This is an optimization exercise on Yosys and OpenROAD, whose aim is small area, not a production implementation.
Function was checked by simulation only, so behaviour that the tests miss may differ from the original.
No activity file was given, so power comes from the tool's default toggle rates.

<file path="design/flow/flow/run.sh">
#!/bin/bash
cp standard.sh standard.sh.txt
export BUFFER_PORTS_ARGS="-buffer_cell sky130_fd_sc_hd__buf_1"
export CTS_ARGS="-sink_clustering_enable -repair_clock_nets -dont_use_dummy_load -buf_list {sky130_fd_sc_hd__clkbuf_4 sky130_fd_sc_hd__clkbuf_8}"
bash standard.sh > standard.log 2>&1
</file>
<file path="design/flow/standard.sh">
#!/bin/bash
# synth_recipe.tcl (not shown) runs the flow's synth.tcl, then flattens the netlist and writes it again
# the make line also repeats each setting of config.mk as NAME=value (left out here)
make -C /OpenROAD-flow-scripts/flow DESIGN_CONFIG=/design/flow/config.mk WORK_HOME=/design/flow/orfs CLKGATE_MAP_FILE= SYNTH_SCRIPT=/design/flow/synth_recipe.tcl "${@:-finish}"
</file>
<file path="design/flow/config.mk">
export PLATFORM = sky130hd
export DESIGN_NAME = wb_regfile_hilo
export DESIGN_NICKNAME = wb_regfile_hilo
export VERILOG_FILES = /design/flow/design.v
export SDC_FILE = /design/flow/constraint.sdc
export NUM_CORES = 4
export LEC_CHECK = 0
export CAP_MARGIN = 20
export CORE_MARGIN = 2
export CORE_UTILIZATION = 50
export SLEW_MARGIN = 20
export SYNTH_HIERARCHICAL = 1
</file>
<file path="design/flow/constraint.sdc">
create_clock -name core_clock -period 6.0 [get_ports {clk}]
set_input_delay 1.2000 -clock core_clock [delete_from_list [all_inputs] [get_ports {clk}]]
set_output_delay 1.2000 -clock core_clock [all_outputs]
set_load 0.01 [all_outputs]
</file>
<file path="design/flow/design.v">
module wb_regfile_hilo #(
    parameter int DATA_W = 32,
    parameter int ADDR_W = 5
) (
    input  logic              clk,
    input  logic              rst,
    input  logic              we,
    input  logic [ADDR_W-1:0] waddr,
    input  logic [DATA_W-1:0] wdata,
    input  logic              re1,
    input  logic [ADDR_W-1:0] raddr1,
    output logic [DATA_W-1:0] rdata1,
    input  logic              re2,
    input  logic [ADDR_W-1:0] raddr2,
    output logic [DATA_W-1:0] rdata2,
    input  logic              whilo,
    input  logic [DATA_W-1:0] hi_i,
    input  logic [DATA_W-1:0] lo_i,
    output logic [DATA_W-1:0] hi_o,
    output logic [DATA_W-1:0] lo_o
);
    localparam int NUM_REGS = 2 ** ADDR_W;
    logic [DATA_W-1:0] gpr [1:NUM_REGS-1];
    logic [DATA_W-1:0] hi_q;
    logic [DATA_W-1:0] lo_q;
    logic [NUM_REGS-1:1] wld, whold;
    genvar r;
    generate
        for (r = 1; r < NUM_REGS; r++) begin : g_reg
            always_comb begin
                wld[r]   = !rst && we && (waddr == ADDR_W'(r));
                whold[r] = !rst && !(we && (waddr == ADDR_W'(r)));
            end
            logic [DATA_W-1:0] gpr_d;
            wb_rf_ao22 #(.W(DATA_W)) u_nxt (
                .a(wld[r]), .d(wdata), .b(whold[r]), .q(gpr[r]), .y(gpr_d));
            always_ff @(posedge clk) begin
                gpr[r] <= gpr_d;
            end
        end
    endgenerate
    logic hld, hhold;
    assign hld   = !rst && whilo;
    assign hhold = !rst && !whilo;
    logic [DATA_W-1:0] hi_d, lo_d;
    wb_rf_ao22 #(.W(DATA_W)) u_hi_nxt (.a(hld), .d(hi_i), .b(hhold), .q(hi_q), .y(hi_d));
    wb_rf_ao22 #(.W(DATA_W)) u_lo_nxt (.a(hld), .d(lo_i), .b(hhold), .q(lo_q), .y(lo_d));
    always_ff @(posedge clk) begin
        hi_q <= hi_d;
        lo_q <= lo_d;
    end
    assign hi_o = hi_q;
    assign lo_o = lo_q;
    function automatic logic [NUM_REGS-1:0] read_sel(
        input logic              rst_v,
        input logic              re,
        input logic [ADDR_W-1:0] raddr,
        input logic              we_v,
        input logic [ADDR_W-1:0] waddr_v
    );
        logic              ok;
        logic              byp;
        logic [NUM_REGS-1:0] s;
        ok   = !rst_v && re && (raddr != '0);
        byp  = ok && we_v && (raddr == waddr_v);
        s[0] = byp;
        for (int i = 1; i < NUM_REGS; i++) begin
            s[i] = ok && !byp && (raddr == ADDR_W'(i));
        end
        read_sel = s;
    endfunction
    logic [DATA_W*NUM_REGS-1:0] rd_in;
    always_comb begin
        rd_in[DATA_W-1:0] = wdata;
        for (int i = 1; i < NUM_REGS; i++) begin
            rd_in[DATA_W*i +: DATA_W] = gpr[i];
        end
    end
    logic [NUM_REGS-1:0] sel1, sel2;
    assign sel1 = read_sel(rst, re1, raddr1, we, waddr);
    assign sel2 = read_sel(rst, re2, raddr2, we, waddr);
    wb_regfile_andor #(.N(NUM_REGS), .W(DATA_W)) u_rd1 (.sel(sel1), .d(rd_in), .y(rdata1));
    wb_regfile_andor #(.N(NUM_REGS), .W(DATA_W)) u_rd2 (.sel(sel2), .d(rd_in), .y(rdata2));
endmodule
module wb_regfile_andor #(
    parameter int N = 32,
    parameter int W = 32
) (
    input  logic [N-1:0]   sel,
    input  logic [N*W-1:0] d,
    output logic [W-1:0]   y
);
    logic [W-1:0] t [11];
    logic [W-1:0] u [3];
    genvar k;
    generate
        for (k = 0; k < 10; k++) begin : g_t
            wb_rf_aoi222 #(.W(W)) u_t (
                .a0(sel[3*k]),   .d0(d[W*(3*k)   +: W]),
                .a1(sel[3*k+1]), .d1(d[W*(3*k+1) +: W]),
                .a2(sel[3*k+2]), .d2(d[W*(3*k+2) +: W]),
                .y(t[k]));
        end
    endgenerate
    wb_rf_aoi22 #(.W(W)) u_t10 (
        .a0(sel[30]), .d0(d[W*30 +: W]), .a1(sel[31]), .d1(d[W*31 +: W]), .y(t[10]));
    wb_rf_nand4 #(.W(W)) u_u0 (.a(t[0]), .b(t[1]), .c(t[2]), .d(t[3]), .y(u[0]));
    wb_rf_nand4 #(.W(W)) u_u1 (.a(t[4]), .b(t[5]), .c(t[6]), .d(t[7]), .y(u[1]));
    wb_rf_nand3 #(.W(W)) u_u2 (.a(t[8]), .b(t[9]), .c(t[10]), .y(u[2]));
    wb_rf_or3   #(.W(W)) u_y  (.a(u[0]), .b(u[1]), .c(u[2]), .y(y));
endmodule
module wb_rf_ao22 #(parameter int W = 32) (
    input  logic         a,
    input  logic [W-1:0] d,
    input  logic         b,
    input  logic [W-1:0] q,
    output logic [W-1:0] y
);
    assign y = ({W{a}} & d) | ({W{b}} & q);
endmodule
module wb_rf_aoi222 #(parameter int W = 32) (
    input  logic         a0, a1, a2,
    input  logic [W-1:0] d0, d1, d2,
    output logic [W-1:0] y
);
    assign y = ~(({W{a0}} & d0) | ({W{a1}} & d1) | ({W{a2}} & d2));
endmodule
module wb_rf_aoi22 #(parameter int W = 32) (
    input  logic         a0, a1,
    input  logic [W-1:0] d0, d1,
    output logic [W-1:0] y
);
    assign y = ~(({W{a0}} & d0) | ({W{a1}} & d1));
endmodule
module wb_rf_nand4 #(parameter int W = 32) (
    input  logic [W-1:0] a, b, c, d,
    output logic [W-1:0] y
);
    assign y = ~(a & b & c & d);
endmodule
module wb_rf_nand3 #(parameter int W = 32) (
    input  logic [W-1:0] a, b, c,
    output logic [W-1:0] y
);
    assign y = ~(a & b & c);
endmodule
module wb_rf_or3 #(parameter int W = 32) (
    input  logic [W-1:0] a, b, c,
    output logic [W-1:0] y
);
    assign y = a | b | c;
endmodule
</file>
==> results of run 1 <==
registers in the layout, summed over array words and instances (netlist names):
register / count
gpr: 992
lo_q: 32
hi_q: 32
final cells by class:
class | instances | area [um^2]
fillers | 7449 | 39020
flip-flops and latches | 1056 | 21140
multi-input cells | 2264 | 20500
repair buffers | 505 | 3660
clock buffers | 175 | 2409
well taps | 1165 | 1458
diodes | 15 | 37.54
inverters | 2 | 7.507
layout by cell type (no fill, tap or decap), types with 66 or more instances in the layout:
cell	n
sky130_fd_sc_hd__buf_1	211
sky130_fd_sc_hd__or3_1	71
sky130_fd_sc_hd__nand4_1	131
sky130_fd_sc_hd__a22o_1	990
sky130_fd_sc_hd__a222oi_1	640
sky130_fd_sc_hd__buf_4	203
sky130_fd_sc_hd__a22o_2	66
sky130_fd_sc_hd__dfxtp_1	1056
sky130_fd_sc_hd__nand3_1	73
sky130_fd_sc_hd__clkbuf_8	175
path summary, 6_finish.rpt:
kind / endpoint / slack, ns / depth (start not counted)
worst max-delay path: rdata2[13] / 0.09 / 10
worst min-delay path: hi_q[13] / 0.46 / 1
worst max register to register: gpr[22][30] / 5.32 / 1
worst min register to register: hi_q[13] / 0.46 / 1
power by group through the flow:
stage | sequential [uW] | clock, uW | combinational, uW
detailed placement | 7290 | 0 | 793
CTS | 7150 | 5280 | 795
global placement | 7290 | 0 | 765
finish | 7150 | 5260 | 840
floorplan | 7290 | 0 | 343
global route | 7150 | 5580 | 845
logic make-up (layout without fill, tap and decap cells):
kind of cell	count (synthesis)	in the layout
flip-flops	1056	1056
AO/OA/AOI/OAI	1853	1853
XOR/XNOR	10	10
AND/OR/NAND/NOR	401	401
other	0	15
buffers and inverters	431	682
per-layer routing:
metal  global-route usage [%]  up-vias  part of all wire (%)
met5                   0.1035        -                 0.081
met4                    31.07       18                   7.7
met3                    20.25     1061                    16
met2                    63.04     4282                    41
met1                    53.76    21190                    35
li1                         -    16790                     -
cells in the mapped netlist (2+ instances only):
cell type                  instances  share of area [%]
sky130_fd_sc_hd__a22o_2           66                1.5
sky130_fd_sc_hd__nand4b_1          2              0.039
sky130_fd_sc_hd__or3_1            71                1.0
sky130_fd_sc_hd__nor3_1            9               0.10
sky130_fd_sc_hd__a222oi_1        640                 14
sky130_fd_sc_hd__a22o_1          990                 19
sky130_fd_sc_hd__nor3b_1           2              0.034
sky130_fd_sc_hd__nor2_1           43               0.36
sky130_fd_sc_hd__nand3b_1          5              0.084
sky130_fd_sc_hd__nor2b_1          12               0.17
sky130_fd_sc_hd__xor2_1            8               0.16
sky130_fd_sc_hd__buf_2            72               0.81
sky130_fd_sc_hd__a211oi_1         47               0.79
sky130_fd_sc_hd__a21oi_1          39               0.44
sky130_fd_sc_hd__dfxtp_1        1056                 48
sky130_fd_sc_hd__buf_6           325                8.2
sky130_fd_sc_hd__and2_1            5              0.070
sky130_fd_sc_hd__nand4_1         131                1.8
sky130_fd_sc_hd__clkbuf_1         31               0.26
sky130_fd_sc_hd__nand3_1          73               0.82
sky130_fd_sc_hd__nand2b_1          8               0.11
sky130_fd_sc_hd__xnor2_1           2              0.039
sky130_fd_sc_hd__a22oi_1          64                1.1
sky130_fd_sc_hd__nand2_1          30               0.25
sky130_fd_sc_hd__a31oi_1           3              0.042
sky130_fd_sc_hd__a21oi_2           2              0.039
sky130_fd_sc_hd__inv_1             2              0.017
metrics by stage:
step,hold slack [ns],area [um^2]
after CTS,0.4704,48970
after floorplan,0.4611,44470
after global routing,0.4788,49180
final,0.4630,49220
after global placement,0.4495,45970
after detailed placement,0.4547,46560
==> metrics.md, run 1 <==
| Metric | Value |
|---|---|
| Clock latency on the worst-skew pair | 0.86 ns |
| Number of pins with negative max-slew slack in the final report | 0 |
| Cell Chain, Critical Path | buf_1 > xor2_1 > nor4_4 > buf_12 > a211oi_4 > buf_4 > a222oi_1 > nand4_1 > or3_1 > buf_1 |
| HPWL reported at the end of detailed placement | 138.0 mm |
| Worst IR drop on VDD | 0.2267 mV |
| CP Launch Point | waddr[0] |
| Starting utilization of the core area | 50.39% |
| Number of setup violations in the final report | 0 |
| Number of clock sinks | 1056 |
| Simple-gate area share of the yosys netlist | 5.104% |
| Tmin final | 5.915 ns |
| Gate power share | 6.3% |
| Crit share post-route | 98.58% |
| Final antenna-violating net count | 0 |
| Most frequent cell on the critical path | sky130_fd_sc_hd__buf_1 |
| Worst rel slew slack | 10.83% |
| Maxcap violations | 0 |
| # IOs | 245 |
| Rows | 109 |
| Syn Inst Count | 3751 |
| Fraction of registers with async set or reset after synthesis | 0% |
| Max frequency | 169.1 MHz |
| Final core utilization | 55.78% |
| Warnings, synthesis | 12 |
| Synthesized area divided by synthesized cell count | 11.85 um^2 |
| Number of search-and-repair iterations in the first detailed-routing pass | 14 |
| Slew of the pin with the lowest slew margin | 1.333 ns |
| Synthesized flop and latch total | 1056 |
| Number of H-tree levels | 4 |
| DIE AREA | 0.09133 mm^2 |
| Portion of netlist area occupied by mux cells | 0% |
| Power Total | 13250 uW |
| Number of I/O port buffers | 244 |
| Seq pwr share | 53.9% |
| Result of the run | no timing/DRC/antenna violations |
| Number of global-route vias before repair | 41.45k |
| Clock edge transition at the registers on the reported setup and hold paths | 0.05 ns |
| Sum of negative setup slack | 0 ns |
| Area growth from synthesis to layout | 10.68% |
| Register area share after synthesis | 47.54% |
| Area of the core | 0.08824 mm^2 |
| Maximum cell stage delay along the critical path | 0.58 ns |
| Buffer levels on the longest clock path | 3 |
| Main combinational cell family by area after synthesis | compound AO/OA/AOI/OAI gates |
| Number of antenna violations at the first check in global routing | 18 |
| Pin count of the biggest net entering global routing | 36 |
| Placed cell count | 4982 |
| Total nets after synthesis | 3868 |
| Switching Power | 3419 uW |
| Leakage | 0.01760 uW |
| Vias after detailed routing | 43.34k |
| Path type of the worst setup path | in2out |
| Power density of the placed cells | 269.2 mW/mm^2 |
| TritonCTS Buffers | 175 |
| Launch instance of the worst min-delay path | hi_q[13] |
| Clock network fraction of total power | 39.7% |
| Global-route wire length before repair | 296.1 mm |
| Total global routing track utilization | 44.60% |
| Post-Layout Cell Count | 5182 |
| Number of flops mapped to enable cells by yosys | 0 |
| DRC viols | 0 |
| DRT iter0 DRCs | 10.16k |
| Routability-driven placement congestion ratio | 1.024 |
| Data required time of the worst path | 4.80 ns |
| Clock root buffer master | sky130_fd_sc_hd__clkbuf_8 |
| Final routed wire length divided by cell count | 40.87 um |
| Start of the worst register-to-register path | gpr[22][30] |
| Die Span X | 302.2 um |
| Final setup margin | 0.08516 ns |
| Worst-path maximum fanout | 18 |
| Setup Slack @ Placement | 0.3426 ns |
| Floorplan die height | 302.2 um |
| Layout cells sized above 1 | 16.64% |
| Post-CTS resize count | 0 |
| Most common flop cell mapped by yosys | sky130_fd_sc_hd__dfxtp_1 |
| Number of buffers inserted for hold repair after clock tree synthesis | 0 |
| Total Routed Length | 211.8 mm |
| Post-CTS setup buffer count | 0 |
| Summed instance area of the synthesized netlist | 0.04447 mm^2 |
| Master of the slowest instance on the critical path | sky130_fd_sc_hd__a222oi_1 |
| Total congestion overflow after global routing | 0 |
| Crit path capture type | output pin |
| Post-Synth Adder-Cell Area | 0% |
| CTS tree | built |
| Synth unique cells | 40 |
| Switching Fraction | 25.80% |
| Setup repair after global routing missed its margin | no |
| Total Nets Final | 4121 |
| Xor/xnor share of the synthesized area | 0.1970% |
| Internal power summed over all cells | 9831 uW |
| Total buffers and inverters traversed by the critical path | 4 |
| Kind of cell with the highest combined delay on the critical path | simple AND/OR/NAND/NOR gates |
| Data arrival time of the critical path | 4.71 ns |
| Via count normalized by instance count | 8.363 |
| Classification of the worst-slack hold path | reg2reg |
| Clock tree skew after final layout | 0 ns |
| Kind of start point of the critical path | input pin |
| Final number of hold-violating endpoints | 0 |
| Share of the synthesized area in compound gates (AO/OA/AOI/OAI) | 37.83% |
==> run 2: changes to the inputs <==
==> design/flow/run.sh (new file) <==
#!/bin/bash
# synth_recipe.tcl (not shown) runs the flow's synth.tcl, then flattens the netlist and writes it again
# the make line also repeats each setting of config.mk as NAME=value (left out here)
make -C /OpenROAD-flow-scripts/flow DESIGN_CONFIG=/design/flow/config.mk WORK_HOME=/design/flow/orfs CLKGATE_MAP_FILE= SYNTH_SCRIPT=/design/flow/synth_recipe.tcl finish
removed: design/flow/flow/run.sh
removed: design/flow/standard.sh
==> run 2 against run 1 <==
First-iteration DRC count is 5.4% higher. Core utilization is 5.9 points higher. Global-route usage up 0.55 points. The layout now fails its checks (negative setup slack). Worst setup slack got worse by 0.22 ns. Total power up 15%. Largest cell class unchanged. Count of clock-buffer cells in the layout is 14 lower. Cell count increased by 3.9%. Critical path depth grew 1. Register-to-register slack worse by 0.09 ns. Hold slack better by 0.0094 ns. Synthesized cell count unchanged. Highest routed layer unchanged.
==> metrics.md, run 2 <==
| Metric | Value |
|---|---|
| Result of the run | finished with violations |
| Failed Checks | negative setup slack |
| Reg with most FFs | gpr |
| Syn Inst Count | 3751 (unchanged) |
| Final setup margin | -0.1314 ns (-0.2166 ns) |
| Total Routed Length | 215.6 mm (+1.8%) |
| Maxcap violations | 0 (unchanged) |
| Register area share after synthesis | 47.54% (unchanged) |
| Area of the core | 0.08824 mm^2 (unchanged) |
| Worst-case reg-to-reg path depth | 1 (unchanged) |
| Warnings, synthesis | 12 (unchanged) |
| Number of I/O port buffers | 244 (unchanged) |
| Clock root buffer master | sky130_fd_sc_hd__clkbuf_16 |
| Total global routing track utilization | 45.15% (+0.55 points) |
| Max frequency | 163.1 MHz (-3.5%) |
| Starting utilization of the core area | 50.39% (unchanged) |
| Number of global-route vias before repair | 42.69k (+3.0%) |
| Fraction of registers with async set or reset after synthesis | 0% (unchanged) |
| Worst-path maximum fanout | 13 (-5) |
| Dominant cell type by area after synthesis | sky130_fd_sc_hd__dfxtp_1 |
| Final antenna-violating net count | 0 (unchanged) |
| Total Nets Final | 4250 (+3.1%) |
| Most frequent cells in the layout | sky130_fd_sc_hd__dfxtp_1 (1056), sky130_fd_sc_hd__a22o_1 (990), sky130_fd_sc_hd__a222oi_1 (640) |
| DP Area | 0.04999 mm^2 (+7.4%) |
| Pin count of the biggest net entering global routing | 65 (+81%) |
| Summed instance area of the synthesized netlist | 0.04447 mm^2 (unchanged) |
| Worst setup path endpoint | rdata1[6] |
| Total congestion overflow after global routing | 0 (unchanged) |
| Most frequently used cell type in the post-synthesis netlist | sky130_fd_sc_hd__dfxtp_1 |
| DIE AREA | 0.09133 mm^2 (unchanged) |
| Crit path capture type | output pin |
| Power Total | 15230 uW (+15%) |
| Terminus of the critical flop-to-flop path | gpr[2][22] |
| Total nets after synthesis | 3868 (unchanged) |
| Clock edge transition at the registers on the reported setup and hold paths | 0.06 ns (about the same) |
| Number of buffers inserted for hold repair after clock tree synthesis | 0 (unchanged) |
| Master of the slowest instance on the critical path | sky130_fd_sc_hd__or3_4 |
| Final routed wire length divided by cell count | 40.04 um (-2.0%) |
| Crit share post-route | 102.2% (+3.6 points) |
| DRC viols | 0 (unchanged) |
| Clock latency on the worst-skew pair | 0.69 ns (-0.17 ns) |
| CTS tree | built |
| Finished Cell Area | 0.05439 mm^2 (+11%) |
| Data required time of the worst path | 4.80 ns (about the same) |
| Flip-flop count of the largest register after layout | 992 (unchanged) |
| Worst R2R Setup Slack | 5.23 ns (-0.09 ns) |
| Kind of cell with the highest combined delay on the critical path | simple AND/OR/NAND/NOR gates |
| Buffer levels on the longest clock path | 3 (unchanged) |
| Number of setup violations in the final report | 5 (+5) |
| TritonCTS Buffers | 110 (-37%) |
| Start of the worst register-to-register path | gpr[2][22] |
| Number of flops mapped to enable cells by yosys | 0 (unchanged) |
| Via count normalized by instance count | 8.122 (-2.9%) |
| # IOs | 245 (unchanged) |
| DRT iter0 DRCs | 10.70k (+5.4%) |
| Power density of the placed cells | 280.1 mW/mm^2 (+4.0%) |
| Die Span X | 302.2 um (unchanged) |
| Slew of the pin with the lowest slew margin | 1.242 ns (-0.09131 ns) |
| Vias after detailed routing | 43.75k (+0.94%) |
| Rows | 109 (unchanged) |
| Number of H-tree levels | 3 (-1) |
| Tmin final | 6.131 ns (+0.2166 ns) |
| Setup repair after global routing missed its margin | yes |
| Leakage | 0.02051 uW (+16%) |
| Worst rel slew slack | 17.21% (+6.4 points) |
| Sum of negative setup slack | -0.2151 ns (-0.2151 ns) |
| Number of pins with negative max-slew slack in the final report | 0 (unchanged) |
| Synth unique cells | 40 (unchanged) |
| Largest cells by area after synthesis | sky130_fd_sc_hd__dfxtp_1 (48%), sky130_fd_sc_hd__a22o_1 (19%), sky130_fd_sc_hd__a222oi_1 (14%) |
| Synthesized flop and latch total | 1056 (unchanged) |
| Data arrival time of the critical path | 4.93 ns (+0.22 ns) |
| Clock tree skew after final layout | 0 ns (unchanged) |
| Kind of start point of the critical path | input pin |
| Most common flop cell mapped by yosys | sky130_fd_sc_hd__dfxtp_1 |
| Maximum cell stage delay along the critical path | 0.61 ns (+0.03 ns) |
| Most frequent cell on the critical path | sky130_fd_sc_hd__buf_12 |
| Floorplan die height | 302.2 um (unchanged) |
| Layout cells sized above 1 | 20.31% (+3.7 points) |
| Number of search-and-repair iterations in the first detailed-routing pass | 22 (+8) |
| Routability-driven placement congestion ratio | 0.9869 (-3.6%) |
| Number of antenna violations at the first check in global routing | 9 (-9) |
| Post-synth top area share | 47.54% (unchanged) |
| Total buffers and inverters traversed by the critical path | 5 (+1) |
| Global-route wire length before repair | 302.8 mm (+2.3%) |
| Path type of the worst setup path | in2out |
| Synth cell count leaders | sky130_fd_sc_hd__dfxtp_1 (1056), sky130_fd_sc_hd__a22o_1 (990), sky130_fd_sc_hd__a222oi_1 (640) |
| Area growth from synthesis to layout | 22.31% |
| Largest registers in the final layout | gpr (992), hi_q (32), lo_q (32) |
| Classification of the worst-slack hold path | reg2reg |
| HPWL reported at the end of detailed placement | 137.9 mm (about the same) |
| Worst IR drop on VDD | 0.2724 mV (+20%) |
| Cell Chain, Critical Path | clkdlybuf4s50_1 > xor2_1 > nor4_2 > bufbuf_16 > buf_12 > a211oi_4 > buf_12 > a222oi_1 > nand4_1 > or3_4 > dlygate4sd2_1 |
| Logic depth of the worst setup path including buffers | 11 (+1) |
| Number of clock sinks | 1056 (unchanged) |
| CP Launch Point | raddr1[0] |
| Synthesized area divided by synthesized cell count | 11.85 um^2 (unchanged) |
| Most common library cell in the layout ignoring fill and taps | sky130_fd_sc_hd__dfxtp_1 |
| Final number of hold-violating endpoints | 0 (unchanged) |
## run 2: timing repair
action / 4_1_cts / 5_1_grt
buffers inserted: 16 / 8
gates resized for setup: 49 / 47
pin swaps: 52 / 74
endpoints found under the setup margin: 51 / 48
gates cloned: 5 / 1
## run 2: kinds of logic (layout without fill, tap and decap cells)
family                    count (synthesis)  count (layout)  synth area share, %
AOI/OAI and AO/OA                      1853            1854                37.83
DFF                                    1056            1056                47.54
buffers and inverters                   431             898                9.328
and+or+nand+nor                         401             401                5.104
xor gates and xnor gates                 10              10               0.1970
other                                     0               2                    0
## run 2: worst min-delay path by stage
stage | startpoint | end | slack, ns | cells after the start
after floorplan | gpr[10][0] | gpr[10][0] | 0.46 | 1
after global placement | lo_q[2] | lo_q[2] | 0.45 | 1
after detailed placement | lo_q[3] | lo_q[3] | 0.45 | 1
after CTS | lo_q[3] | lo_q[3] | 0.47 | 1
after global routing | lo_q[31] | lo_q[31] | 0.49 | 1
final | lo_q[3] | lo_q[3] | 0.47 | 1
## run 2: through the flow
stage / setup WS (ns) / utilization (%) / instances / hold slack, ns
final: -0.1314 / 61.64 / 5386 / 0.4723
after global routing: -0.1005 / 61.63 / 5385 / 0.4884
after CTS: 0.002372 / 61.27 / 5370 / 0.4729
after detailed placement: -0.2322 / 56.66 / 5151 / 0.4541
after global placement: -0.2976 / 56.55 / 5146 / 0.4547
after floorplan: 1.426 / - / 3751 / 0.4611
## run 2: area by class of cell
cell class                      count  area [um^2]
Fill cell                        6983        33850
Sequential cell                  1056        21140
Multi-Input combinational cell   2265        20620
Timing Repair Buffer              698         7430
Clock buffer                      161         3268
Tap cell                         1165         1458
Clock inverter                     37        454.2
Inverter                            2        7.507
Antenna cell                        2        5.005
## run 2: layer usage
layer | vias to the layer above | share of wire, % | GRT usage, %
met2 | 4149 | 42 | 67.89
met3 | 1106 | 14 | 14.31
met4 | 8 | 9.5 | 34.83
met1 | 21320 | 34 | 53.61
li1 | 17170 | - | -
met5 | - | 0.052 | 0.2588
## run 2: power breakdown
group	switching, uW	internal (uW)	leakage (uW)
Clock	3000	4110	0.00184
Sequential	56.5	7090	0.00852
Combinational	680	304	0.0101
Total	3730	11500	0.0205
==> run 3: changes to the inputs <==
--- a/design/flow/design.v
+++ b/design/flow/design.v
@@ -24,12 +24,11 @@
     logic [DATA_W-1:0] hi_q;
     logic [DATA_W-1:0] lo_q;
-    logic [NUM_REGS-1:1] wld, whold;
+    logic [NUM_REGS-1:1] wm, wld, whold;
     genvar r;
     generate
         for (r = 1; r < NUM_REGS; r++) begin : g_reg
-            always_comb begin
-                wld[r]   = !rst && we && (waddr == ADDR_W'(r));
-                whold[r] = !rst && !(we && (waddr == ADDR_W'(r)));
-            end
+            assign wm[r]    = we && (waddr == ADDR_W'(r));
+            assign wld[r]   = !rst && wm[r];
+            assign whold[r] = !rst && !wm[r];
             logic [DATA_W-1:0] gpr_d;
             wb_rf_ao22 #(.W(DATA_W)) u_nxt (
@@ -53,18 +52,17 @@
     assign lo_o = lo_q;
     function automatic logic [NUM_REGS-1:0] read_sel(
-        input logic              rst_v,
-        input logic              re,
-        input logic [ADDR_W-1:0] raddr,
-        input logic              we_v,
-        input logic [ADDR_W-1:0] waddr_v
+        input logic                rst_v,
+        input logic                re,
+        input logic [ADDR_W-1:0]   raddr,
+        input logic                we_v,
+        input logic [ADDR_W-1:0]   waddr_v,
+        input logic [NUM_REGS-1:1] wm_v
     );
         logic              ok;
-        logic              byp;
         logic [NUM_REGS-1:0] s;
         ok   = !rst_v && re && (raddr != '0);
-        byp  = ok && we_v && (raddr == waddr_v);
-        s[0] = byp;
+        s[0] = ok && we_v && (raddr == waddr_v);
         for (int i = 1; i < NUM_REGS; i++) begin
-            s[i] = ok && !byp && (raddr == ADDR_W'(i));
+            s[i] = ok && (raddr == ADDR_W'(i)) && !wm_v[i];
         end
         read_sel = s;
@@ -78,6 +76,6 @@
     end
     logic [NUM_REGS-1:0] sel1, sel2;
-    assign sel1 = read_sel(rst, re1, raddr1, we, waddr);
-    assign sel2 = read_sel(rst, re2, raddr2, we, waddr);
+    assign sel1 = read_sel(rst, re1, raddr1, we, waddr, wm);
+    assign sel2 = read_sel(rst, re2, raddr2, we, waddr, wm);
     wb_regfile_andor #(.N(NUM_REGS), .W(DATA_W)) u_rd1 (.sel(sel1), .d(rd_in), .y(rdata1));
     wb_regfile_andor #(.N(NUM_REGS), .W(DATA_W)) u_rd2 (.sel(sel2), .d(rd_in), .y(rdata2));
==> design/flow/flow/run.sh (new file) <==
#!/bin/bash
export BUFFER_PORTS_ARGS="-buffer_cell sky130_fd_sc_hd__buf_1"
export CTS_ARGS="-sink_clustering_enable -repair_clock_nets -dont_use_dummy_load -sink_clustering_size 14 -sink_clustering_max_diameter 60 -buf_list {sky130_fd_sc_hd__clkbuf_4 sky130_fd_sc_hd__clkbuf_8}"
bash standard.sh > standard.log 2>&1
==> design/flow/standard.sh (new file) <==
#!/bin/bash
# synth_recipe.tcl (not shown) runs the flow's synth.tcl, then flattens the netlist and writes it again
# the make line also repeats each setting of config.mk as NAME=value (left out here)
make -C /OpenROAD-flow-scripts/flow DESIGN_CONFIG=/design/flow/config.mk WORK_HOME=/design/flow/orfs CLKGATE_MAP_FILE= SYNTH_SCRIPT=/design/flow/synth_recipe.tcl "${@:-finish}"
--- a/design/flow/config.mk
+++ b/design/flow/config.mk
@@ -9,4 +9,5 @@
 export CORE_MARGIN = 2
 export CORE_UTILIZATION = 50
+export SETUP_SLACK_MARGIN = 0.2
 export SLEW_MARGIN = 20
 export SYNTH_HIERARCHICAL = 1
removed: design/flow/run.sh
==> run 3 against run 2 <==
Now clean on timing, DRC and antenna. Core utilization down 8.2 points. Cell area down 14%. Total power down 23%. Clock power down 46%. Register-to-register slack better by 0.10 ns. Largest cell class unchanged. Count of clock-buffer cells in the layout down 64. Synthesized area down 0.52%. Non-clock buffer count down 210. Sequential power about the same. Hold slack worse by 0.00053 ns. Synthesized cell count down 0.72%. Global-route usage down 0.30 points.
==> metrics.md, run 3 <==
| Metric | Value |
|---|---|
| Result of the run | no timing/DRC/antenna violations |
| Global-route wire length before repair | 296.7 mm (-2.0%) |
| Most frequent cells in the layout | sky130_fd_sc_hd__dfxtp_1 (1056), sky130_fd_sc_hd__a22o_1 (990), sky130_fd_sc_hd__a222oi_1 (640) |
| Number of clock sinks | 1056 (unchanged) |
| Fraction of registers with async set or reset after synthesis | 0% (unchanged) |
| Register area share after synthesis | 47.79% (+0.25 points) |
| Number of setup violations in the final report | 0 (-5) |
| Most common library cell in the layout ignoring fill and taps | sky130_fd_sc_hd__dfxtp_1 |
| DRT iter0 DRCs | 9940 (-7.1%) |
| Total congestion overflow after global routing | 0 (unchanged) |
| Worst-case reg-to-reg path depth | 1 (unchanged) |
| Worst min-delay path endpoint | hi_q[17] |
| Buffer levels on the longest clock path | 3 (unchanged) |
| Area growth from synthesis to layout | 6.299% |
| Sum of negative setup slack | 0 ns (+0.2151 ns) |
| Final number of hold-violating endpoints | 0 (unchanged) |
| Total Nets Final | 4007 (-5.7%) |
| Final routed wire length divided by cell count | 42.10 um (+5.1%) |
| Dominant cell type by area after synthesis | sky130_fd_sc_hd__dfxtp_1 |
| Synth cell count leaders | sky130_fd_sc_hd__dfxtp_1 (1056), sky130_fd_sc_hd__a22o_1 (990), sky130_fd_sc_hd__a222oi_1 (640) |
| Rows | 109 (unchanged) |
| Post-synth top area share | 47.79% (+0.25 points) |
| Cell count of the worst hold path | 1 (unchanged) |
| Max frequency | 169.6 MHz (+4.0%) |
| Power Total | 11780 uW (-23%) |
| Most utilized layer in the global route result | met2 |
| Number of global-route vias before repair | 41.15k (-3.6%) |
| Worst R2R Setup Slack | 5.33 ns (+0.10 ns) |
| Synthesized flop and latch total | 1056 (unchanged) |
| Met1 capacity usage during global routing | 55.14% (+1.5 points) |
| Classification of the worst-slack hold path | reg2reg |
| Filler Cells Inserted | 7568 (+8.4%) |
| Clock tree skew after final layout | 0 ns (unchanged) |
| Maxcap violations | 0 (unchanged) |
| Worst IR drop on VDD | 0.1867 mV (-31%) |
| Most frequently used cell type in the post-synthesis netlist | sky130_fd_sc_hd__dfxtp_1 |
| Worst rel slew slack | 13.97% (-3.2 points) |
| Layout cells sized above 1 | 14.81% (-5.5 points) |
| Number of flops mapped to enable cells by yosys | 0 (unchanged) |
| Number of search-and-repair iterations in the first detailed-routing pass | 17 (-23%) |
| Flip-flop count of the largest register after layout | 992 (unchanged) |
| Tmin final | 5.898 ns (-0.2337 ns) |
| HPWL reported at the end of detailed placement | 128.1 mm (-7.1%) |
| Leakage | 0.01684 uW (-18%) |
| Final antenna-violating net count | 0 (unchanged) |
| Number of H-tree levels | 3 (unchanged) |
| Number of antenna violations at the first check in global routing | 11 (+2) |
| # IOs | 245 (unchanged) |
| Worst-path maximum fanout | 32 (+19) |
| Launch instance of the worst min-delay path | hi_q[17] |
| Floorplan die height | 301.4 um (-0.25%) |
| Global Route met3 Usage | 16.35% (+2.0 points) |
| Path type of the worst setup path | in2out |
| Vias after detailed routing | 42.50k (-2.9%) |
| Area of the core | 0.08797 mm^2 (-0.31%) |
| Syn Inst Count | 3724 (-0.72%) |
| Clock edge transition at the registers on the reported setup and hold paths | 0.09 ns (+0.03 ns) |
| Clock latency on the worst-skew pair | 0.75 ns (+0.06 ns) |
| Number of pins with negative max-slew slack in the final report | 0 (unchanged) |
| Starting utilization of the core area | 50.29% (-0.11 points) |
| Synthesized area divided by synthesized cell count | 11.88 um^2 (+0.20%) |
| DRC viols | 0 (unchanged) |
| Power density of the placed cells | 250.4 mW/mm^2 (-11%) |
| Kind of start point of the critical path | input pin |
| Largest registers in the final layout | gpr (992), hi_q (32), lo_q (32) |
| Number of I/O port buffers | 244 (unchanged) |
| Reg with most FFs | gpr |
| Crit path capture type | output pin |
| Most common flop cell mapped by yosys | sky130_fd_sc_hd__dfxtp_1 |
| TritonCTS Buffers | 97 (-12%) |
| Die Span X | 301.4 um (-0.25%) |
| Slew of the pin with the lowest slew margin | 1.284 ns (+0.04160 ns) |
| Warnings, synthesis | 12 (unchanged) |
| Total nets after synthesis | 3841 (-0.70%) |
| CTS tree | built |
| DIE AREA | 0.09087 mm^2 (-0.51%) |
| Largest cells by area after synthesis | sky130_fd_sc_hd__dfxtp_1 (48%), sky130_fd_sc_hd__a22o_1 (20%), sky130_fd_sc_hd__a222oi_1 (14%) |
| Crit share post-route | 98.30% (-3.9 points) |
| Routability-driven placement congestion ratio | 1.027 (+4.0%) |
| Via count normalized by instance count | 8.400 (+3.4%) |
| Total global routing track utilization | 44.84% (-0.30 points) |
| Met2 Use GR | 63.06% (-4.8 points) |
| Start of the worst register-to-register path | gpr[11][30] |
| Total Routed Length | 213.0 mm (-1.2%) |
| Synth unique cells | 31 (-23%) |
| Setup repair after global routing missed its margin | no |
| Pin count of the biggest net entering global routing | 65 (unchanged) |
| Clock root buffer master | sky130_fd_sc_hd__clkbuf_8 |
| Summed instance area of the synthesized netlist | 0.04424 mm^2 (-0.52%) |
| Data required time of the worst path | 4.80 ns (about the same) |
| Terminus of the critical flop-to-flop path | gpr[11][30] |
| Data arrival time of the critical path | 4.70 ns (-0.23 ns) |
| CP Launch Point | waddr[4] |
==> run 3: cell types whose count changed after synthesis, moves of 6 or more <==
cell                       previous run  this run
sky130_fd_sc_hd__nor2_1              43        64
sky130_fd_sc_hd__clkbuf_1            31         8
sky130_fd_sc_hd__a21oi_1             39         0
sky130_fd_sc_hd__a211oi_1            47         2
sky130_fd_sc_hd__nor2b_1             12         5
sky130_fd_sc_hd__nor3_1               9        88
sky130_fd_sc_hd__xnor2_1              2         8
sky130_fd_sc_hd__xor2_1               8         0
sky130_fd_sc_hd__nand2_1             30        23
sky130_fd_sc_hd__or3_1               71        64
==> run 3: kinds of logic after synthesis <==
family	share of synthesized area, %
XOR/XNOR	0.1584
AO/OA/AOI/OAI	36.74
flip-flops	47.79
AND/OR/NAND/NOR	5.957
buffers and inverters	9.359
==> run 3: worst max-delay path: stages <==
cell,delay [ns]
sky130_fd_sc_hd__buf_1,0.38
sky130_fd_sc_hd__nand4bb_1,0.20
sky130_fd_sc_hd__buf_4,0.25
sky130_fd_sc_hd__nor2_1,0.34
sky130_fd_sc_hd__nor4_2,0.14
sky130_fd_sc_hd__buf_4,0.37
sky130_fd_sc_hd__a222oi_1,0.57
sky130_fd_sc_hd__nand4_1,0.42
sky130_fd_sc_hd__or3_1,0.58
sky130_fd_sc_hd__buf_1,0.17
==> run 3: layout make-up <==
cell class,count,area (um^2),share of cell area [%]
tap,1165,1458,3.100
sequential,1056,21140,44.96
multi-input combinational,2247,19820,42.14
antenna,6,15.01,0.03193
timing repair buffer,488,3258,6.929
clock buffer,97,1335,2.839
==> run 3: how the worst max path moves through the flow <==
stage                             to  slack [ns]  cells past startpoint
after global routing      rdata1[22]        0.22                     11
after detailed placement  rdata2[25]        0.29                     10
after global placement    rdata2[25]        0.28                     11
final                      rdata2[1]        0.10                     10
after floorplan           rdata1[10]        1.64                      9
after CTS                 rdata2[25]        0.28                     10
==> run 3: power by group <==
part	total, uW	switching [uW]	internal (uW)
clock	3860	2420	1440
sequential	7130	53.8	7080
combinational	785	614	171
==> run 3: timing repair <==
action                     in CTS  in global routing
buffers inserted                0                  1
setup endpoints to repair       0                 23
hold endpoints to repair        0                  0
gates resized for setup         0                  6
hold buffers                    0                  0
==> run 3: layer usage <==
layer	part of all wire, %	up-vias
li1	-	16510
met1	35	20760
met2	41	4263
met3	15	953
met4	9.0	10
met5	0.031	-
==> run 3: metrics by stage <==
stage               std cells  setup WS (ns)  util (%)  instance area [um^2]  hold slack [ns]
floorplan                3724          1.642         -                 44240           0.4611
global placement         4941         0.2769     51.42                 45230           0.4499
detailed placement       4949         0.2936     51.70                 45480           0.4505
CTS                      5046         0.2824     53.22                 46810           0.4725
global route             5055         0.2186     53.44                 47010           0.4883
finish                   5059         0.1023     53.46                 47020           0.4718
==> run 4: changes to the inputs <==
--- a/design/flow/design.v
+++ b/design/flow/design.v
@@ -25,8 +25,14 @@
     logic [DATA_W-1:0] lo_q;
     logic [NUM_REGS-1:1] wm, wld, whold;
+    logic [3:0] wlo;
+    logic [7:0] whi;
+    always_comb begin
+        for (int j = 0; j < 4; j++) wlo[j] = (waddr[1:0] == 2'(j));
+        for (int k = 0; k < 8; k++) whi[k] = we && (waddr[4:2] == 3'(k));
+    end
     genvar r;
     generate
         for (r = 1; r < NUM_REGS; r++) begin : g_reg
-            assign wm[r]    = we && (waddr == ADDR_W'(r));
+            assign wm[r]    = wlo[r%4] && whi[r/4];
             assign wld[r]   = !rst && wm[r];
             assign whold[r] = !rst && !wm[r];
@@ -51,21 +57,4 @@
     assign hi_o = hi_q;
     assign lo_o = lo_q;
-    function automatic logic [NUM_REGS-1:0] read_sel(
-        input logic                rst_v,
-        input logic                re,
-        input logic [ADDR_W-1:0]   raddr,
-        input logic                we_v,
-        input logic [ADDR_W-1:0]   waddr_v,
-        input logic [NUM_REGS-1:1] wm_v
-    );
-        logic              ok;
-        logic [NUM_REGS-1:0] s;
-        ok   = !rst_v && re && (raddr != '0);
-        s[0] = ok && we_v && (raddr == waddr_v);
-        for (int i = 1; i < NUM_REGS; i++) begin
-            s[i] = ok && (raddr == ADDR_W'(i)) && !wm_v[i];
-        end
-        read_sel = s;
-    endfunction
     logic [DATA_W*NUM_REGS-1:0] rd_in;
     always_comb begin
@@ -76,8 +65,30 @@
     end
     logic [NUM_REGS-1:0] sel1, sel2;
-    assign sel1 = read_sel(rst, re1, raddr1, we, waddr, wm);
-    assign sel2 = read_sel(rst, re2, raddr2, we, waddr, wm);
+    wb_rf_rdec u_dec1 (.rst(rst), .re(re1), .raddr(raddr1), .we(we), .waddr(waddr),
+                       .wm(wm), .sel(sel1));
+    wb_rf_rdec u_dec2 (.rst(rst), .re(re2), .raddr(raddr2), .we(we), .waddr(waddr),
+                       .wm(wm), .sel(sel2));
     wb_regfile_andor #(.N(NUM_REGS), .W(DATA_W)) u_rd1 (.sel(sel1), .d(rd_in), .y(rdata1));
     wb_regfile_andor #(.N(NUM_REGS), .W(DATA_W)) u_rd2 (.sel(sel2), .d(rd_in), .y(rdata2));
+endmodule
+module wb_rf_rdec (
+    input  logic        rst,
+    input  logic        re,
+    input  logic [4:0]  raddr,
+    input  logic        we,
+    input  logic [4:0]  waddr,
+    input  logic [31:1] wm,
+    output logic [31:0] sel
+);
+    logic       en;
+    logic [3:0] lo;
+    logic [7:0] hi;
+    always_comb begin
+        en = !rst && re;
+        for (int j = 0; j < 4; j++) lo[j] = (raddr[1:0] == 2'(j));
+        for (int k = 0; k < 8; k++) hi[k] = en && (raddr[4:2] == 3'(k));
+        sel[0] = en && (raddr != '0) && we && (raddr == waddr);
+        for (int i = 1; i < 32; i++) sel[i] = lo[i%4] && hi[i/4] && !wm[i];
+    end
 endmodule
 module wb_regfile_andor #(
--- a/design/flow/config.mk
+++ b/design/flow/config.mk
@@ -8,5 +8,6 @@
 export CAP_MARGIN = 20
 export CORE_MARGIN = 2
-export CORE_UTILIZATION = 50
+export CORE_UTILIZATION = 65
+export PLACE_DENSITY = 0.72
 export SETUP_SLACK_MARGIN = 0.2
 export SLEW_MARGIN = 20
==> run 4 against run 3 <==
Critical path depth is 1 lower. Cell area is 0.95% lower. Clock power is 7.3% lower. Global-route usage is 6.1 points higher. Via count is 1.6% higher. Clock skew stayed put. First-iteration DRC count is 8.6% higher. Critical endpoint is now rdata2[12]. Largest power group unchanged.
==> metrics.md, run 4 <==
| Metric | Value |
|---|---|
| Classification of the worst-slack hold path | reg2reg |
| Post-synth top area share | 47.69% (-0.10 points) |
| Most common library cell in the layout ignoring fill and taps | sky130_fd_sc_hd__dfxtp_1 |
| Worst IR drop on VDD | 0.2243 mV (+20%) |
| Global-route wire length before repair | 269.6 mm (-9.1%) |
| Pin count of the biggest net entering global routing | 65 (unchanged) |
| Number of search-and-repair iterations in the first detailed-routing pass | 14 (-3) |
| Number of clock sinks | 1056 (unchanged) |
| Most frequently used cell type in the post-synthesis netlist | sky130_fd_sc_hd__dfxtp_1 |
| CTS tree | built |
| Total Nets Final | 3998 (-0.22%) |
| Register area share after synthesis | 47.69% (-0.10 points) |
| Rows | 95 (-13%) |
| Clock latency on the worst-skew pair | 0.71 ns (-0.04 ns) |
| Total global routing track utilization | 50.90% (+6.1 points) |
| Floorplan die height | 265.1 um (-12%) |
| Slew of the pin with the lowest slew margin | 1.254 ns (-0.02969 ns) |
| Data arrival time of the critical path | 4.56 ns (-0.14 ns) |
| Number of antenna violations at the first check in global routing | 17 (+6) |
| Syn Inst Count | 3728 (+0.11%) |
| Final setup margin | 0.2374 ns (+0.1351 ns) |
| Buffer levels on the longest clock path | 3 (unchanged) |
| Area of the core | 0.06740 mm^2 (-23%) |
| Most common flop cell mapped by yosys | sky130_fd_sc_hd__dfxtp_1 |
| Final core utilization | 69.11% (+16 points) |
| Number of flops mapped to enable cells by yosys | 0 (unchanged) |
| Result of the run | no timing/DRC/antenna violations |
| Total nets after synthesis | 3845 (+0.10%) |
| Crit path capture type | output pin |
| Layout cells sized above 1 | 13.92% (-0.89 points) |
| Dominant cell type by area after synthesis | sky130_fd_sc_hd__dfxtp_1 |
| Synth unique cells | 35 (+13%) |
| Setup Slack @ Placement | 0.5411 ns (+0.2474 ns) |
| Sum of negative setup slack | 0 ns (unchanged) |
| Leakage | 0.01668 uW (-0.97%) |
| Number of setup violations in the final report | 0 (unchanged) |
| TritonCTS Buffers | 86 (-11%) |
| Number of buffers inserted for hold repair after clock tree synthesis | 0 (unchanged) |
| Total congestion overflow after global routing | 0 (unchanged) |
| HPWL reported at the end of detailed placement | 118.6 mm (-7.5%) |
| Crit share post-route | 96.04% (-2.3 points) |
| DRC viols | 0 (unchanged) |
| DIE AREA | 0.07030 mm^2 (-23%) |
| Setup repair after global routing missed its margin | no |
| Number of H-tree levels | 3 (unchanged) |
| DRT iter0 DRCs | 10.79k (+8.6%) |
| Most frequent cells in the layout | sky130_fd_sc_hd__dfxtp_1 (1056), sky130_fd_sc_hd__a22o_1 (990), sky130_fd_sc_hd__a222oi_1 (640) |
| Clock edge transition at the registers on the reported setup and hold paths | 0.09 ns (about the same) |
| Starting utilization of the core area | 65.77% (+15 points) |
| # IOs | 245 (unchanged) |
| Maxcap violations | 0 (unchanged) |
| Worst rel slew slack | 16.41% (+2.4 points) |
| Clock root buffer master | sky130_fd_sc_hd__clkbuf_8 |
| Post-CTS setup buffer count | 0 (unchanged) |
| Clock tree skew after final layout | 0 ns (unchanged) |
| Number of pins with negative max-slew slack in the final report | 0 (unchanged) |
| Data required time of the worst path | 4.80 ns (about the same) |
| Worst-path maximum fanout | 25 (-22%) |
| Largest cells by area after synthesis | sky130_fd_sc_hd__dfxtp_1 (48%), sky130_fd_sc_hd__a22o_1 (20%), sky130_fd_sc_hd__a222oi_1 (14%) |
| Vias after detailed routing | 43.19k (+1.6%) |
| Post-CTS resize count | 0 (unchanged) |
| Final number of hold-violating endpoints | 0 (unchanged) |
| Synthesized area divided by synthesized cell count | 11.89 um^2 (+0.10%) |
| Tmin final | 5.763 ns (-0.1351 ns) |
| Synthesized flop and latch total | 1056 (unchanged) |
| Kind of start point of the critical path | input pin |
| Path type of the worst setup path | in2out |
| Power Total | 11480 uW (-2.5%) |
| Largest registers in the final layout | gpr (992), hi_q (32), lo_q (32) |
| Via count normalized by instance count | 9.055 (+7.8%) |
| Fraction of registers with async set or reset after synthesis | 0% (unchanged) |
| Number of I/O port buffers | 244 (unchanged) |
| Final routed wire length divided by cell count | 39.63 um (-5.9%) |
| Reg with most FFs | gpr |
| Summed instance area of the synthesized netlist | 0.04433 mm^2 (+0.21%) |
| Total Routed Length | 189.0 mm (-11%) |
| Synth cell count leaders | sky130_fd_sc_hd__dfxtp_1 (1056), sky130_fd_sc_hd__a22o_1 (990), sky130_fd_sc_hd__a222oi_1 (640) |
| Flip-flop count of the largest register after layout | 992 (unchanged) |
| Final antenna-violating net count | 0 (unchanged) |
| Number of global-route vias before repair | 40.97k (-0.44%) |
| Routability-driven placement congestion ratio | 1.004 (-2.2%) |
| Max frequency | 173.5 MHz (+2.3%) |
| Die Span X | 265.1 um (-12%) |
| Power density of the placed cells | 246.4 mW/mm^2 (-1.6%) |
| Warnings, synthesis | 13 (+1) |
| Area growth from synthesis to layout | 5.069% |
[run 4: changes by cell type after synthesis, moves of 3 or more]
| cell | change |
|---|---|
| sky130_fd_sc_hd__nor2_1 | -27 |
| sky130_fd_sc_hd__nand2b_1 | -4 |
| sky130_fd_sc_hd__buf_4 | -4 |
| sky130_fd_sc_hd__and2b_1 | +4 |
| sky130_fd_sc_hd__nand2_1 | -6 |
| sky130_fd_sc_hd__buf_1 | -4 |
| sky130_fd_sc_hd__clkbuf_1 | +12 |
| sky130_fd_sc_hd__a21oi_1 | +31 |
| sky130_fd_sc_hd__and4bb_2 | +3 |
| sky130_fd_sc_hd__and4b_1 | +3 |
| sky130_fd_sc_hd__nor2_4 | -3 |
[run 4: final timing paths]
kind | startpoint | end | slack, ns | depth (start not counted)
worst min register to register | hi_q[29] | hi_q[29] | 0.48 | 1
worst max register to register | gpr[7][30] | gpr[7][30] | 5.31 | 1
worst max-delay path | waddr[4] | rdata2[12] | 0.24 | 9
worst min-delay path | hi_q[29] | hi_q[29] | 0.48 | 1
[run 4: logic make-up after synthesis]
group / after synthesis / share of synthesized area (%)
flip-flops: 1056 / 47.69
AND/OR/NAND/NOR: 448 / 5.792
buffers and inverters: 421 / 9.295
XOR/XNOR: 8 / 0.1581
AO/OA/AOI/OAI: 1795 / 37.07
[run 4: routing by layer]
metal	global-route usage, %	vias to the layer above	wire [um]
met3	23.16	1208	35290
met1	63.11	20750	63600
met5	1.594	-	170
li1	-	16540	-
met2	70.60	4693	74790
met4	33.87	4	15170
[run 4: cell type report]
class | count | area, um^2
Timing Repair Buffer | 486 | 3163
Multi-Input combinational cell | 2251 | 19950
Antenna cell | 18 | 45.04
Clock buffer | 86 | 1184
Tap cell | 873 | 1092
Fill cell | 5057 | 20820
Sequential cell | 1056 | 21140
[run 4: worst max-delay path, stage by stage]
cell	delay, ns
sky130_fd_sc_hd__buf_1	0.44
sky130_fd_sc_hd__nand4b_1	0.39
sky130_fd_sc_hd__nor2_1	0.43
sky130_fd_sc_hd__nor3_2	0.25
sky130_fd_sc_hd__buf_12	0.29
sky130_fd_sc_hd__a222oi_1	0.66
sky130_fd_sc_hd__nand4_1	0.29
sky130_fd_sc_hd__or3_1	0.43
sky130_fd_sc_hd__buf_1	0.14
[run 4: report_power, final]
group / total (uW) / switching [uW] / internal (uW)
Sequential: 7130 / 55.4 / 7080
Clock: 3580 / 2300 / 1280
Combinational: 763 / 600 / 163
[run 4: metrics by stage]
step                std cells  hold slack, ns  area [um^2]
floorplan                3728          0.4611        44330
detailed placement       4665          0.4515        45300
CTS                      4751          0.4780        46480
finish                   4770          0.4785        46580
global route             4755          0.4917        46540
global placement         4664          0.4529        45270
[run 4: per-module statistics from Yosys, one instance, submodules excluded, a selection]
module / flip-flops and latches / times used / area, um^2
wb_regfile_hilo: 1056 / 1 / 21900
wb_rf_rdec: 0 / 2 / 354.1
==> run 5: changes to the inputs <==
--- a/design/flow/config.mk
+++ b/design/flow/config.mk
@@ -8,6 +8,5 @@
 export CAP_MARGIN = 20
 export CORE_MARGIN = 2
-export CORE_UTILIZATION = 65
-export PLACE_DENSITY = 0.72
+export CORE_UTILIZATION = 50
 export SETUP_SLACK_MARGIN = 0.2
 export SLEW_MARGIN = 20
==> run 5 against run 4 <==
Critical path depth grew 1. Sequential cell count unchanged. Fmax shrank 0.17%. Synthesized area unchanged. Wire length is 8.9% higher. Combinational power is 3.1% higher. Non-clock buffer count shrank 42. Critical endpoint is now rdata2[2].
==> metrics.md, run 5 <==
| Metric | Value |
|---|---|
| Dominant cell type by area after synthesis | sky130_fd_sc_hd__dfxtp_1 |
| Number of H-tree levels | 3 (unchanged) |
| Synth unique cells | 35 (unchanged) |
| Number of setup violations in the final report | 0 (unchanged) |
| Number of antenna violations at the first check in global routing | 15 (-2) |
| Summed instance area of the synthesized netlist | 0.04433 mm^2 (unchanged) |
| Path type of the worst setup path | in2out |
| Crit share post-route | 96.21% (+0.16 points) |
| Pin count of the biggest net entering global routing | 38 (-42%) |
| Global-route wire length before repair | 288.3 mm (+7.0%) |
| Worst min-delay path endpoint | lo_q[26] |
| Final number of hold-violating endpoints | 0 (unchanged) |
| Area of the core | 0.08810 mm^2 (+31%) |
| Most frequently used cell type in the post-synthesis netlist | sky130_fd_sc_hd__dfxtp_1 |
| Largest cells by area after synthesis | sky130_fd_sc_hd__dfxtp_1 (48%), sky130_fd_sc_hd__a22o_1 (20%), sky130_fd_sc_hd__a222oi_1 (14%) |
| Most common library cell in the layout ignoring fill and taps | sky130_fd_sc_hd__dfxtp_1 |
| Finished Cell Area | 0.04666 mm^2 (+0.19%) |
| Setup Slack @ Placement | 0.3788 ns (-0.1623 ns) |
| Via count normalized by instance count | 8.464 (-6.5%) |
| CTS tree | built |
| Clock edge transition at the registers on the reported setup and hold paths | 0.09 ns (about the same) |
| DRT iter0 DRCs | 11.26k (+4.3%) |
| Number of pins with negative max-slew slack in the final report | 0 (unchanged) |
| Start of the worst register-to-register path | gpr[14][30] |
| Crit path capture type | output pin |
| Result of the run | no timing/DRC/antenna violations |
| Number of I/O port buffers | 244 (unchanged) |
| Post-CTS resize count | 0 (unchanged) |
| Kind of start point of the critical path | input pin |
| Register area share after synthesis | 47.69% (unchanged) |
| # IOs | 245 (unchanged) |
| DIE AREA | 0.09106 mm^2 (+30%) |
| Worst R2R Setup Slack | 5.33 ns (+0.02 ns) |
| Total Routed Length | 205.8 mm (+8.9%) |
| Clock tree skew after final layout | 0 ns (unchanged) |
| Synthesized flop and latch total | 1056 (unchanged) |
| Launch instance of the worst min-delay path | lo_q[26] |
| Clock latency on the worst-skew pair | 0.79 ns (+0.08 ns) |
| Die Span X | 301.8 um (+14%) |
| Total global routing track utilization | 43.04% (-7.9 points) |
| Number of flops mapped to enable cells by yosys | 0 (unchanged) |
| Synthesized area divided by synthesized cell count | 11.89 um^2 (unchanged) |
| Starting utilization of the core area | 50.32% (-15 points) |
| Multi-input combinational cell area | 0.01995 mm^2 (about the same) |
| Rows | 109 (+15%) |
| Terminus of the critical flop-to-flop path | gpr[14][30] |
| Tmin final | 5.772 ns (+0.009761 ns) |
| Setup repair after global routing missed its margin | no |
| Slew of the pin with the lowest slew margin | 1.248 ns (-0.005623 ns) |
| Worst rel slew slack | 16.33% (-0.079 points) |
| Vias after detailed routing | 42.43k (-1.8%) |
| Most frequent cells in the layout | sky130_fd_sc_hd__dfxtp_1 (1056), sky130_fd_sc_hd__a22o_1 (990), sky130_fd_sc_hd__a222oi_1 (640) |
| Filler Cells Inserted | 7758 (+53%) |
| Total congestion overflow after global routing | 0 (unchanged) |
| Sum of negative setup slack | 0 ns (unchanged) |
| Final antenna-violating net count | 0 (unchanged) |
| Worst-case reg-to-reg path depth | 1 (unchanged) |
| Data arrival time of the critical path | 4.57 ns (about the same) |
| Total Nets Final | 3964 (-0.85%) |
| Reg with most FFs | gpr |
| Layout cells sized above 1 | 13.58% (-0.35 points) |
| Power density of the placed cells | 251.3 mW/mm^2 (+2.0%) |
| Final core utilization | 52.96% (-16 points) |
| Syn Inst Count | 3728 (unchanged) |
| DRC viols | 0 (unchanged) |
| Most common flop cell mapped by yosys | sky130_fd_sc_hd__dfxtp_1 |
| Synth cell count leaders | sky130_fd_sc_hd__dfxtp_1 (1056), sky130_fd_sc_hd__a22o_1 (990), sky130_fd_sc_hd__a222oi_1 (640) |
| Worst IR drop on VDD | 0.1899 mV (-15%) |
| Data required time of the worst path | 4.80 ns (about the same) |
| Fraction of registers with async set or reset after synthesis | 0% (unchanged) |
| CP Launch Point | waddr[1] |
| Post-synth top area share | 47.69% (unchanged) |
| Post-CTS setup buffer count | 0 (unchanged) |
| Cell count of the worst hold path | 1 (unchanged) |
| Power Total | 11730 uW (+2.2%) |
| Routability-driven placement congestion ratio | 0.9717 (-3.2%) |
| Warnings, synthesis | 13 (unchanged) |
| DP Area | 0.04529 mm^2 (about the same) |
| Number of buffers inserted for hold repair after clock tree synthesis | 0 (unchanged) |
| TritonCTS Buffers | 94 (+9.3%) |
| Clock root buffer master | sky130_fd_sc_hd__clkbuf_8 |
| Final setup margin | 0.2276 ns (-0.009761 ns) |
| Final routed wire length divided by cell count | 41.06 um (+3.6%) |
| Number of clock sinks | 1056 (unchanged) |
| Storage cell area | 0.02114 mm^2 (unchanged) |
| Worst-path maximum fanout | 16 (-36%) |
| Buffer levels on the longest clock path | 3 (unchanged) |
| Largest registers in the final layout | gpr (992), hi_q (32), lo_q (32) |
| Number of global-route vias before repair | 40.72k (-0.62%) |
| Max frequency | 173.2 MHz (-0.17%) |
| Classification of the worst-slack hold path | reg2reg |
| Total nets after synthesis | 3845 (unchanged) |
| Number of search-and-repair iterations in the first detailed-routing pass | 14 (unchanged) |
| Flip-flop count of the largest register after layout | 992 (unchanged) |
| Floorplan die height | 301.8 um (+14%) |
| Area growth from synthesis to layout | 5.264% |
| HPWL reported at the end of detailed placement | 120.3 mm (+1.4%) |
| Leakage | 0.01658 uW (-0.60%) |
| Maxcap violations | 0 (unchanged) |
run 5: final cells by class:
type,instances,share of cell area (%)
Timing Repair Buffer,444,6.038
Sequential cell,1056,45.30
Antenna cell,3,0.01609
Tap cell,1165,3.124
Multi-Input combinational cell,2251,42.74
Clock buffer,94,2.773
run 5: logic make-up after synthesis:
logic type | after synthesis | share of synthesized area [%]
compound gates | 1795 | 37.07
flops | 1056 | 47.69
simple gates | 448 | 5.792
buf+inv | 421 | 9.295
xor+xnor | 8 | 0.1581
run 5: Yosys stat by module (local to each module, per instance), a selection:
module	cells inside	times used
wb_regfile_hilo	1200	1
wb_rf_rdec	61	2
run 5: worst max path at each step:
stage / cells past startpoint / slack (ns) / endpoint
after global placement: 9 / 0.47 / rdata2[17]
after floorplan: 8 / 1.72 / rdata1[10]
after CTS: 9 / 0.38 / rdata1[20]
final: 10 / 0.23 / rdata2[2]
after global routing: 9 / 0.23 / rdata2[4]
after detailed placement: 9 / 0.38 / rdata1[20]
run 5: critical path, stage by stage:
cell,delay (ns)
sky130_fd_sc_hd__buf_1,0.30
sky130_fd_sc_hd__buf_4,0.24
sky130_fd_sc_hd__nand4bb_1,0.34
sky130_fd_sc_hd__nor2_1,0.14
sky130_fd_sc_hd__nor3_2,1.01
sky130_fd_sc_hd__buf_4,0.43
sky130_fd_sc_hd__a222oi_1,0.16
sky130_fd_sc_hd__nand3_1,0.25
sky130_fd_sc_hd__or3_1,0.27
sky130_fd_sc_hd__buf_1,0.20
run 5: per-stage QoR:
stage / hold slack [ns] / std cells
3_5_place_dp: 0.4531 / 4914
2_1_floorplan: 0.4611 / 3728
3_3_place_gp: 0.4508 / 4907
4_1_cts: 0.4767 / 5008
6_report: 0.4742 / 5013
5_1_grt: 0.4967 / 5011
run 5: power breakdown:
part           internal [uW]  total, uW  switching (uW)
Sequential              7080       7130            55.0
Clock                   1390       3810            2410
Combinational            169        787             617
run 5: per-layer routing:
metal	vias up	part of all wire, %	track usage, %
li1	16430	-	-
met1	20790	35	53.84
met2	4177	41	61.80
met3	1019	17	18.52
met4	12	6.4	24.63
met5	-	0.043	0.2070
==> run 6: changes to the inputs <==
--- a/design/flow/config.mk
+++ b/design/flow/config.mk
@@ -6,8 +6,8 @@
 export NUM_CORES = 4
 export LEC_CHECK = 0
-export CAP_MARGIN = 20
+export CAP_MARGIN = 0
 export CORE_MARGIN = 2
 export CORE_UTILIZATION = 50
 export SETUP_SLACK_MARGIN = 0.2
-export SLEW_MARGIN = 20
+export SLEW_MARGIN = 0
 export SYNTH_HIERARCHICAL = 1
==> run 6 against run 5 <==
Sequential power barely moved. First-iteration DRC count down 4.2%. Die area is the same. Via count is 1.1% higher. Fmax is 1.2% lower. Highest routed layer unchanged. Synthesized area is the same. Largest power group unchanged. Largest cell class unchanged. Critical path type unchanged. Register-to-register slack about the same.
==> metrics.md, run 6 <==
| Metric | Value |
|---|---|
| Vias after detailed routing | 42.88k (+1.1%) |
| Path type of the worst setup path | in2out |
| Die Span X | 301.8 um (unchanged) |
| Power Total | 11680 uW (-0.42%) |
| Worst R2R Setup Slack | 5.33 ns (about the same) |
| Total Nets Final | 3956 (-0.20%) |
| Final number of hold-violating endpoints | 0 (unchanged) |
| Largest registers in the final layout | gpr (992), hi_q (32), lo_q (32) |
| Clock tree skew after final layout | 0 ns (unchanged) |
| Most frequently used cell type in the post-synthesis netlist | sky130_fd_sc_hd__dfxtp_1 |
| Most common library cell in the layout ignoring fill and taps | sky130_fd_sc_hd__dfxtp_1 |
| Flip-flop count of the largest register after layout | 992 (unchanged) |
| Result of the run | no timing/DRC/antenna violations |
| Kind of start point of the critical path | input pin |
| Global-route wire length before repair | 288.9 mm (+0.20%) |
| Total Routed Length | 206.2 mm (+0.20%) |
| Maxcap violations | 0 (unchanged) |
| Clock edge transition at the registers on the reported setup and hold paths | 0.08 ns (about the same) |
| Final core utilization | 52.75% (-0.22 points) |
| Syn Inst Count | 3728 (unchanged) |
| Rows | 109 (unchanged) |
| Total congestion overflow after global routing | 0 (unchanged) |
| Number of search-and-repair iterations in the first detailed-routing pass | 17 (+3) |
| Number of antenna violations at the first check in global routing | 21 (+6) |
| Clock latency on the worst-skew pair | 0.76 ns (-0.03 ns) |
| Clock root buffer master | sky130_fd_sc_hd__clkbuf_8 |
| DRT iter0 DRCs | 10.79k (-4.2%) |
| Final antenna-violating net count | 0 (unchanged) |
| Worst-case reg-to-reg path depth | 1 (unchanged) |
| Launch instance of the worst min-delay path | lo_q[1] |
| Final routed wire length divided by cell count | 41.11 um (+0.14%) |
| TritonCTS Buffers | 93 (-1.1%) |
| Floorplan die height | 301.8 um (unchanged) |
| DIE AREA | 0.09106 mm^2 (unchanged) |
| Post-synth top area share | 47.69% (unchanged) |
| Synthesized area divided by synthesized cell count | 11.89 um^2 (unchanged) |
| Data arrival time of the critical path | 4.64 ns (+0.07 ns) |
| Starting utilization of the core area | 50.32% (unchanged) |
| Buffer levels on the longest clock path | 3 (unchanged) |
| Worst IR drop on VDD | 0.1782 mV (-6.1%) |
| Max frequency | 171.1 MHz (-1.2%) |
| Worst min-delay path endpoint | lo_q[1] |
| Number of H-tree levels | 3 (unchanged) |
| Warnings, synthesis | 13 (unchanged) |
| # IOs | 245 (unchanged) |
| Pin count of the biggest net entering global routing | 65 (+71%) |
| Total global routing track utilization | 43.10% (+0.060 points) |
| Crit path capture type | output pin |
| Area of the core | 0.08810 mm^2 (unchanged) |
| Layout cells sized above 1 | 13.32% (-0.26 points) |
| Number of I/O port buffers | 244 (unchanged) |
| Largest cells by area after synthesis | sky130_fd_sc_hd__dfxtp_1 (48%), sky130_fd_sc_hd__a22o_1 (20%), sky130_fd_sc_hd__a222oi_1 (14%) |
| HPWL reported at the end of detailed placement | 119.4 mm (-0.73%) |
| Leakage | 0.01647 uW (-0.64%) |
| Most common flop cell mapped by yosys | sky130_fd_sc_hd__dfxtp_1 |
| Number of global-route vias before repair | 41.02k (+0.74%) |
| Sum of negative setup slack | 0 ns (unchanged) |
| Number of flops mapped to enable cells by yosys | 0 (unchanged) |
| Fraction of registers with async set or reset after synthesis | 0% (unchanged) |
| Synth unique cells | 35 (unchanged) |
| Dominant cell type by area after synthesis | sky130_fd_sc_hd__dfxtp_1 |
| Number of setup violations in the final report | 0 (unchanged) |
| Worst rel slew slack | 7.811% (-8.5 points) |
| Worst-path maximum fanout | 16 (unchanged) |
| Reg with most FFs | gpr |
| Number of pins with negative max-slew slack in the final report | 0 (unchanged) |
| Classification of the worst-slack hold path | reg2reg |
| Routability-driven placement congestion ratio | 0.9717 (unchanged) |
| Number of clock sinks | 1056 (unchanged) |
| Summed instance area of the synthesized netlist | 0.04433 mm^2 (unchanged) |
| Post-CTS setup buffer count | 0 (unchanged) |
-- run 6: cell counts after synthesis --
No cell type changed its count.
-- run 6: layer usage --
layer  up-vias  GRT usage [%]  wire, um
met1     21030          54.03     72850
met4        16          24.63     14070
met2      4325          62.16     85050
li1      16430              -         -
met3      1079          17.96     34120
met5         -         0.5694       139
-- run 6: area by class of cell --
cell class	count	area, um^2
Fill cell	7733	41630
Sequential cell	1056	21140
Multi-Input combinational cell	2251	19940
Timing Repair Buffer	437	2623
Tap cell	1165	1458
Clock buffer	93	1280
Antenna cell	14	35.03
-- run 6: worst max path at each step --
stage	from	to	slack, ns	cells after the start
6_report	waddr[1]	rdata2[2]	0.16	10
4_1_cts	waddr[4]	rdata1[20]	0.37	9
3_5_place_dp	waddr[4]	rdata1[18]	0.37	9
3_3_place_gp	waddr[4]	rdata2[17]	0.47	9
2_1_floorplan	waddr[4]	rdata1[10]	1.72	8
5_1_grt	waddr[4]	rdata1[17]	0.24	10
-- run 6: per-stage QoR --
stage | cells | instance area (um^2) | hold WS (ns) | worst slack (ns)
3_5_place_dp | 4907 | 45090 | 0.4518 | 0.3699
3_3_place_gp | 4907 | 45090 | 0.4508 | 0.4679
4_1_cts | 5000 | 46370 | 0.4763 | 0.3698
6_report | 5016 | 46470 | 0.4737 | 0.1566
5_1_grt | 5007 | 46450 | 0.4867 | 0.2446
2_1_floorplan | 3728 | 44330 | 0.4611 | 1.717
-- run 6: cell families after synthesis --
family | Yosys count | share of synthesized area (%)
xor+xnor | 8 | 0.1581
flops | 1056 | 47.69
simple gates | 448 | 5.792
buf+inv | 421 | 9.295
compound gates | 1795 | 37.07
-- run 6: power breakdown --
| part | leakage (uW) | total [uW] | internal, uW | switching, uW |
|---|---|---|---|---|
| clock network | 0.000669 | 3780 | 1380 | 2400 |
| logic | 0.00728 | 770 | 155 | 615 |
| registers | 0.00852 | 7130 | 7080 | 54.8 |
| total | 0.0165 | 11700 | 8610 | 3070 |
-- run 6: worst max-delay path: stages --
cell and delay, ns:
sky130_fd_sc_hd__buf_1 0.32, sky130_fd_sc_hd__buf_4 0.24, sky130_fd_sc_hd__nand4bb_1 0.32, sky130_fd_sc_hd__nor2_1 0.13
sky130_fd_sc_hd__nor3_2 1.10, sky130_fd_sc_hd__buf_4 0.44, sky130_fd_sc_hd__a222oi_1 0.16, sky130_fd_sc_hd__nand3_1 0.25
sky130_fd_sc_hd__or3_1 0.25, sky130_fd_sc_hd__buf_1 0.19
-- run 6: repair_timing --
item | in CTS | in global routing
resized for setup | 0 | 2
hold buffers | 0 | 0
endpoints found under the setup margin | 0 | 12
-- run 6: modules after synthesis (local to each module, per instance), a selection --
| module | area [um^2] | copies in the design |
|---|---|---|
| wb_regfile_hilo | 21900 | 1 |
| wb_rf_rdec | 354.1 | 2 |

[port drivers added, routing unchanged]
No port has a modelled driver above. Below, the same layouts with a new extraction and two added sets of constraints. Step 1 sets driving cells, clkbuf_16 on the clock port and buf_2 on the other inputs (assumed; they add their load-dependent delay and slew). Step 2 also shifts input and output timing later by t, the mid clock arrival at the registers, as if the neighbouring blocks saw the same clock. a / b / c = ideal / step 1 / step 2; a / b = the first two.
run	t, ns	setup slack, ns
run 1	0.943	0.085 / 0.063 / 0.063
run 2	0.780	-0.131 / -0.179 / -0.179
run 3	0.842	0.102 / 0.058 / 0.058
run 4	0.766	0.237 / 0.204 / 0.204
run 5	0.820	0.228 / 0.102 / 0.102
run 6	0.807	0.157 / 0.040 / 0.040
